Source: an optimization exercise on an open RTL-to-GDS flow (aim: small area, a short achievable clock period and few clock cycles per item). Production flows keep margins and buffers that such runs may drop.
Function was checked by simulation only, so behaviour that the tests miss may differ from the original.
No activity file was given, so power comes from the tool's default toggle rates.

==> module dram_read_req, before the edit <==
module dram_read_req (
    input  logic                  clk_i,
    input  logic                  rst_i,
    input  logic                  addr_we_i,
    input  feeder_pkg::bus_data_t wdata_i,
    input  logic                  start_i,
    input  feeder_pkg::xfer_cfg_t cfg_i,
    output feeder_pkg::word_idx_t first_word_o,
    input  logic                  fifo_addr_full_i,
    input  logic                  fifo_rw_full_i,
    output logic                  dram_addr_valid_o,
    output feeder_pkg::bus_addr_t dram_addr_o,
    output logic                  busy_o
);
    logic [30:0] addr_q;
    logic        active_q;    
    logic        rewind_q;    
    logic        valid_q;     
    logic        first_q;     
    logic [9:0]  full_q;
    logic [1:0]  part_q;
    logic [5:0]  part_words;
    logic [1:0]  part_lines;
    logic        full_zero;
    logic        last_q;      
    logic        one_line;    
    logic        two_left;    
    logic        step;
    logic        fifo_ready;
    logic [25:0] line_next;
    assign part_words = 6'(cfg_i.len[4:0]) + 6'(addr_q[4:0]);
    assign part_lines = (part_words == 6'd0)  ? 2'd0 :
                        (part_words <= 6'd32) ? 2'd1 : 2'd2;
    assign full_zero  = (full_q == '0);
    assign one_line   = (cfg_i.len[14:5] == 10'd0) ? (part_lines == 2'd1) :
                        ((cfg_i.len[14:5] == 10'd1) && (part_lines == 2'd0));
    assign two_left   = full_zero ? (part_q == 2'd2) :
                        (full_q == 10'd1) ? (part_q == 2'd1) :
                        ((full_q == 10'd2) && (part_q == 2'd0));
    assign step       = valid_q || rewind_q;
    assign fifo_ready = !fifo_addr_full_i && !fifo_rw_full_i;
    always_comb begin
        logic carry;
        carry = 1'b1;
        for (int i = 0; i < 26; i++) begin
            line_next[i] = addr_q[5 + i] ^ carry;
            carry        = carry & (addr_q[5 + i] ^ rewind_q);
        end
    end
    always_ff @(posedge clk_i) begin
        if (rst_i) begin
            active_q <= 1'b0;
            rewind_q <= 1'b0;
            valid_q  <= 1'b0;
        end else if (start_i) begin
            active_q <= 1'b1;
            valid_q  <= fifo_ready;
        end else if (valid_q) begin
            valid_q <= 1'b0;
            if (last_q) begin
                active_q <= 1'b0;
                rewind_q <= 1'b1;
            end
        end else if (rewind_q) begin
            if (last_q) begin
                rewind_q <= 1'b0;
            end
        end else begin
            valid_q <= active_q && fifo_ready;
        end
    end
    always_ff @(posedge clk_i) begin
        if (rst_i) begin
            addr_q <= '0;
        end else if (addr_we_i) begin
            addr_q <= wdata_i[31:1];
        end else if (step) begin
            addr_q[30:5] <= line_next;
        end
    end
    always_ff @(posedge clk_i) begin
        if (start_i || (valid_q && last_q)) begin
            full_q <= cfg_i.len[14:5];
            part_q <= part_lines;
            last_q <= one_line;
        end else if (step) begin
            last_q <= two_left;
            if (full_zero) begin
                part_q <= part_q - 1'b1;
            end else begin
                full_q <= full_q - 1'b1;
            end
        end
    end
    always_ff @(posedge clk_i) begin
        if (start_i) begin
            first_q <= 1'b1;
        end else if (valid_q) begin
            first_q <= 1'b0;
        end
    end
    assign dram_addr_valid_o = valid_q;
    assign dram_addr_o       = {addr_q[30:5], addr_q[4:0] & {5{first_q}}, 1'b0};
    assign first_word_o      = addr_q[4:0];
    assign busy_o            = active_q || rewind_q;
endmodule
==> flow/config.mk <==
export PLATFORM = sky130hd
export DESIGN_NAME = data_feeder_top
export DESIGN_NICKNAME = data_feeder_top
export VERILOG_FILES = /design/flow/design.v
export SDC_FILE = /design/flow/constraint.sdc
export NUM_CORES = 4
export LEC_CHECK = 0
export ABC_CLOCK_PERIOD_IN_PS = 2500
export CAP_MARGIN = 20
export CORE_AREA = 5 5 235 235
export CTS_BUF_LIST = sky130_fd_sc_hd__clkbuf_8
export CTS_CLUSTER_DIAMETER = 80
export CTS_CLUSTER_SIZE = 40
export DIE_AREA = 0 0 240 240
export SETUP_SLACK_MARGIN = 2.5
export SLEW_MARGIN = 20
==> flow/constraint.sdc <==
create_clock -name core_clock -period 5.0 [get_ports {clk_i}]
set_input_delay 1.0000 -clock core_clock [delete_from_list [all_inputs] [get_ports {clk_i}]]
set_output_delay 1.0000 -clock core_clock [all_outputs]
set_load 0.01 [all_outputs]
standard.sh (not shown) runs the stock make flow with config.mk's settings and CLKGATE_MAP_FILE= SYNTH_SCRIPT=/design/flow/synth_recipe.tcl, a recipe that flattens the netlist after the stock synthesis.
==> flow/flow/run.sh <==
#!/bin/bash
# Standard ORFS layout, with the port buffers made of the smallest buffer cell.
set -euo pipefail
export BUFFER_PORTS_ARGS="-buffer_cell sky130_fd_sc_hd__buf_1"
bash standard.sh finish > standard.log 2>&1
The baseline completed without violations.
Testbench counts at the start, summed over its fixed seeds: cycles 185,016, words 174,743.
Change:
--- a/flow/design.v
+++ b/flow/design.v
@@ -132,25 +132,19 @@
     logic [9:0]  full_q;
     logic [1:0]  part_q;
     logic [5:0]  part_words;
     logic [1:0]  part_lines;
     logic        full_zero;
-    logic        last_q;      
-    logic        one_line;    
-    logic        two_left;    
+    logic        last_step;
     logic        step;
     logic        fifo_ready;
     logic [25:0] line_next;
     assign part_words = 6'(cfg_i.len[4:0]) + 6'(addr_q[4:0]);
     assign part_lines = (part_words == 6'd0)  ? 2'd0 :
                         (part_words <= 6'd32) ? 2'd1 : 2'd2;
     assign full_zero  = (full_q == '0);
-    assign one_line   = (cfg_i.len[14:5] == 10'd0) ? (part_lines == 2'd1) :
-                        ((cfg_i.len[14:5] == 10'd1) && (part_lines == 2'd0));
-    assign two_left   = full_zero ? (part_q == 2'd2) :
-                        (full_q == 10'd1) ? (part_q == 2'd1) :
-                        ((full_q == 10'd2) && (part_q == 2'd0));
+    assign last_step  = full_zero ? (part_q == 2'd1) : ((full_q == 10'd1) && (part_q == 2'd0));
     assign step       = valid_q || rewind_q;
     assign fifo_ready = !fifo_addr_full_i && !fifo_rw_full_i;
     always_comb begin
         logic carry;
         carry = 1'b1;
@@ -167,16 +161,16 @@
         end else if (start_i) begin
             active_q <= 1'b1;
             valid_q  <= fifo_ready;
         end else if (valid_q) begin
             valid_q <= 1'b0;
-            if (last_q) begin
+            if (last_step) begin
                 active_q <= 1'b0;
                 rewind_q <= 1'b1;
             end
         end else if (rewind_q) begin
-            if (last_q) begin
+            if (last_step) begin
                 rewind_q <= 1'b0;
             end
         end else begin
             valid_q <= active_q && fifo_ready;
         end
@@ -189,16 +183,14 @@
         end else if (step) begin
             addr_q[30:5] <= line_next;
         end
     end
     always_ff @(posedge clk_i) begin
-        if (start_i || (valid_q && last_q)) begin
+        if (start_i || (valid_q && last_step)) begin
             full_q <= cfg_i.len[14:5];
             part_q <= part_lines;
-            last_q <= one_line;
         end else if (step) begin
-            last_q <= two_left;
             if (full_zero) begin
                 part_q <= part_q - 1'b1;
             end else begin
                 full_q <= full_q - 1'b1;
             end
Outcome:
- The new run finished with timing, DRC and antenna clean
- power came out higher by a few percent
- utilization came out lower by 0.19 points
- via count came out higher slightly
- design area came out lower slightly
- critical path depth came out lower by 2
Testbench counts after the change, summed over its fixed seeds: cycles 185,016, words 174,743.

port drivers added, routing unchanged:
The flow's constraints put no driver on any port. The routed layouts listed below were extracted and timed again, unchanged, in two steps. Step 1 (the two cells are an assumption about what drives the block):
set clk [get_ports {clk_i}]
set_driving_cell -lib_cell sky130_fd_sc_hd__clkbuf_16 $clk
set_driving_cell -lib_cell sky130_fd_sc_hd__buf_2 [delete_from_list [all_inputs] $clk]
Step 2 times the ports against the registers' clock, not the clock port: input delays grow and output delays shrink by t, the midpoint of the rising clock arrivals with the driver on. a / b / c = no drivers / after step 1 / after step 2; a / b = the first two.
| run | t (ns) | slack for setup (ns) | hold WS [ns] | worst setup path after step 2 |
|---|---|---|---|---|
| the first run | 0.560 | 2.497 / 2.497 / 2.024 | 0.470 / 0.470 / 0.470 | input to register |
| the second run | 0.536 | 2.498 / 2.498 / 2.060 | 0.490 / 0.490 / 0.490 | input to register |
After both steps every run listed still meets setup and hold. For the first run, which loses most, drivers alone change the setup slack by 0.000 ns; drivers and shift together by -0.473 ns.
